What follows belongs to an exercise in optimizing a design on an open flow for small area; a production flow would make more cautious choices.
Only simulation tests tie the RTL to the original design; equivalence was not proved.
Power and IR drop assume default switching activity.

==> flow/design.v (excerpt) <==
module dma_write_top (
    input  logic                   clk,
    input  logic                   reset,
    input  logic                   desc_push,
    input  logic [31:0]            desc_control,
    input  logic [31:0]            desc_pkt_begin,
    input  logic [31:0]            desc_pkt_end,
    input  logic [31:0]            desc_write_address,
    output logic                   desc_full,
    input  logic                   data_push,
    input  avalon_pkg::bus_word_t  data_in,
    output logic                   data_full,
    output avalon_pkg::bus_addr_t  avm_address,
    output avalon_pkg::bus_word_t  avm_writedata,
    output logic                   avm_write,
    output avalon_pkg::burst_cnt_t avm_burstcount,
    input  logic                   avm_waitrequest,
    output logic                   busy,
    output logic                   done_irq,
    output logic [15:0]            xfer_count,
    output logic [15:0]            drop_count
);
Size in the first run: roughly 280 I/O pins, ~31,000 um^2 of cells after synthesis.
clock: 5.0 ns
lec_check: 0
cap_margin: 20
core_margin: 2
core_utilization: 70
cts_buf_list: sky130_fd_sc_hd__clkbuf_8
cts_cluster_diameter: 50
cts_cluster_size: 20
place_density: 0.78
slew_margin: 20
standard.sh (not shown) runs the stock make flow with config.mk's settings and CLKGATE_MAP_FILE= SYNTH_SCRIPT=/design/flow/synth_recipe.tcl, a recipe that flattens the netlist after the stock synthesis.
==> flow/flow/run.sh <==
#!/bin/bash
# The standard layout, with the port buffers made of the smallest buffer cell instead of
# the resizer's default pick (clkdlybuf4s50_1).
set -uo pipefail
bash standard.sh "BUFFER_PORTS_ARGS=-buffer_cell sky130_fd_sc_hd__buf_1" REMOVE_ABC_BUFFERS=1 finish > standard_flow.log 2>&1
status=$?
tail -40 standard_flow.log
exit $status
Then changed:
--- a/flow/flow/run.sh
+++ b/flow/flow/run.sh
@@ -5 +5 @@
-bash standard.sh "BUFFER_PORTS_ARGS=-buffer_cell sky130_fd_sc_hd__buf_1" REMOVE_ABC_BUFFERS=1 finish > standard_flow.log 2>&1
+bash standard.sh "BUFFER_PORTS_ARGS=-buffer_cell sky130_fd_sc_hd__buf_1" finish > standard_flow.log 2>&1
- CORE_UTILIZATION: 70 -> 60
- CTS_CLUSTER_SIZE: 20 -> 15
- PLACE_DENSITY: 0.78 -> 0.7
Effect: The new run passed the timing, design-rule and antenna checks. Fmax goes down by 0.62%. Setup slack got worse by 0.022 ns. Die area goes up by about 16%. Non-clock buffer count stays the same. Sequential cell count does not change. Clock-buffer cell count goes up by 18.
Then changed:
--- a/flow/flow/run.sh
+++ b/flow/flow/run.sh
@@ -5 +5 @@
-bash standard.sh "BUFFER_PORTS_ARGS=-buffer_cell sky130_fd_sc_hd__buf_1" finish > standard_flow.log 2>&1
+bash standard.sh "BUFFER_PORTS_ARGS=-buffer_cell sky130_fd_sc_hd__buf_1" REMOVE_ABC_BUFFERS=1 finish > standard_flow.log 2>&1
- CAP_MARGIN: 20 -> 5
- CORE_UTILIZATION: 60 -> 70
- CTS_CLUSTER_SIZE: 15 -> 20
- PLACE_DENSITY: 0.7 -> 0.78
- SLEW_MARGIN: 20 -> 5
- The changed run went through all stages and came out clean
- wire length shrinks by 0.71%
- power is lower by 3.0%
- worst hold slack is about the same
- setup slack gets better by 0.021 ns
- area after synthesis does not change
- final cell count falls by 4.1%
- clock power shrinks by 13%
Then changed:
- CAP_MARGIN: 5 -> 20
- CORE_UTILIZATION: 70 -> 74
- CTS_CLUSTER_DIAMETER: 50 -> 70
- CTS_CLUSTER_SIZE: 20 -> 18
- PLACE_DENSITY: 0.78 -> 0.82
- SLEW_MARGIN: 5 -> 20
Effect: Cell count drops by 2.6%. Synthesized area does not change. Count of clock-buffer cells in the layout drops by 4. Clock skew stays flat.
Then changed:
--- a/flow/flow/run.sh
+++ b/flow/flow/run.sh
@@ -5 +5 @@
-bash standard.sh "BUFFER_PORTS_ARGS=-buffer_cell sky130_fd_sc_hd__buf_1" REMOVE_ABC_BUFFERS=1 finish > standard_flow.log 2>&1
+bash standard.sh "BUFFER_PORTS_ARGS=-buffer_cell sky130_fd_sc_hd__buf_1" finish > standard_flow.log 2>&1
- CORE_UTILIZATION: 74 -> 60
- CTS_BUF_LIST: sky130_fd_sc_hd__clkbuf_8 -> sky130_fd_sc_hd__clkbuf_16
- CTS_CLUSTER_DIAMETER: 70 -> 60
- CTS_CLUSTER_SIZE: 18 -> 30
- PLACE_DENSITY: 0.82 -> 0.7
Setup slack degrades by 0.0065 ns; total power went up by 8.9%; area after synthesis stays the same; synthesized cell count does not change; wire length drops by 0.70%; final cell count climbs by 5.8%.
Then changed:
--- a/flow/flow/run.sh
+++ b/flow/flow/run.sh
@@ -5 +5 @@
-bash standard.sh "BUFFER_PORTS_ARGS=-buffer_cell sky130_fd_sc_hd__buf_1" finish > standard_flow.log 2>&1
+bash standard.sh "BUFFER_PORTS_ARGS=-buffer_cell sky130_fd_sc_hd__buf_1" REMOVE_ABC_BUFFERS=1 finish > standard_flow.log 2>&1
- CORE_UTILIZATION: 60 -> 78
- CTS_BUF_LIST: sky130_fd_sc_hd__clkbuf_16 -> sky130_fd_sc_hd__clkbuf_8
- CTS_CLUSTER_DIAMETER: 60 -> 40
- CTS_CLUSTER_SIZE: 30 -> 20
- PLACE_DENSITY: 0.7 -> 0.86
The changed run produced a clean layout.
Design area stays flat.
Sequential power rose by about 0.7%.
Area after synthesis is unchanged.
First-iteration DRC count rose by 56%.
Utilization rose by 20 points.

---

Another version of the RTL of dma_write_top (not shown whole).
For scale: roughly 1,700 cells after synthesis, roughly 830 flip-flops, roughly 31,000 sq um of cells after synthesis.
export LEC_CHECK = 0
export CAP_MARGIN = 20
export CORE_MARGIN = 2
export CORE_UTILIZATION = 74
export CTS_BUF_LIST = sky130_fd_sc_hd__clkbuf_8
export CTS_CLUSTER_DIAMETER = 70
export CTS_CLUSTER_SIZE = 18
export PLACE_DENSITY = 0.82
export SLEW_MARGIN = 20
create_clock -name core_clock -period 5.0 [get_ports {clk}]
==> flow/flow/run.sh <==
#!/bin/bash
# The standard layout, with the port buffers made of the smallest buffer cell instead of
# the resizer's default pick (clkdlybuf4s50_1).
set -uo pipefail
bash standard.sh "BUFFER_PORTS_ARGS=-buffer_cell sky130_fd_sc_hd__buf_1" REMOVE_ABC_BUFFERS=1 RECOVER_POWER=100 finish > standard_flow.log 2>&1
status=$?
tail -40 standard_flow.log
exit $status
The starting point finished with capacitance limit, slew limit left.
Edit:
==> flow/flow/run.sh (replaced) <==
#!/bin/bash
# The standard layout, with the port buffers made of the smallest buffer cell instead of
# the resizer's default pick (clkdlybuf4s50_1).
set -uo pipefail
bash standard.sh "BUFFER_PORTS_ARGS=-buffer_cell sky130_fd_sc_hd__buf_1" REMOVE_ABC_BUFFERS=1 finish > standard_flow.log 2>&1
status=$?
tail -40 standard_flow.log
exit $status
After rerunning: With this change the flow produced a clean layout. Core utilization climbs by 0.36 points. Non-clock buffer count stays the same. Sequential power drops by about 0.4%. Cell count is unchanged. Power barely changes. Wire length is about the same. Count of clock-buffer cells in the layout is unchanged. Sequential share of layout area went down by 0.33 points. Setup slack is better by 360 ps. Critical path depth increases by 5.

[afterwards: timing with drivers on the ports]
Ports are ideal in the flow. The routed layouts listed here were re-timed in OpenROAD.
Step 1 assumes that a clkbuf_16 drives the clock port and a buf_2 every other input.
Step 2, shift: input delay + t, output delay - t, t = (earliest + latest rising clock arrival at the registers) / 2. This alone moves slack from input paths to output paths.
a / b / c = ideal ports / drivers / drivers and shift; a / b = the first two.
run | t (ns) | setup WS [ns] | worst hold slack (ns) | worst setup path at the end | cell pins on the clock port's net
the first run of note 1 | 0.742 | 1.434 / 1.457 / 0.716 | 0.416 / 0.416 / 0.416 | input to register | 1
the second run of note 1 | 0.724 | 1.412 / 1.447 / 0.723 | 0.419 / 0.419 / 0.419 | input to register | 1
the third run of note 1 | 0.742 | 1.433 / 1.456 / 0.714 | 0.419 / 0.419 / 0.419 | input to register | 1
the fourth run of note 1 | 0.732 | 1.375 / 1.401 / 0.669 | 0.428 / 0.428 / 0.428 | input to register | 1
the fifth run of note 1 | 0.672 | 1.369 / 1.409 / 0.737 | 0.426 / 0.426 / 0.426 | input to register | 1
the sixth run of note 1 | 0.728 | 1.335 / 1.360 / 0.632 | 0.402 / 0.402 / 0.402 | input to register | 1
the first run of note 2 | 0.736 | 1.078 / 1.078 / 0.472 | 0.410 / 0.410 / 0.410 | input to register | 1
the second run of note 2 | 0.731 | 1.433 / 1.462 / 0.731 | 0.417 / 0.417 / 0.417 | input to register | 1
For the third run of note 1, which loses most, drivers alone change the setup slack by +0.023 ns; drivers and shift together by -0.719 ns.
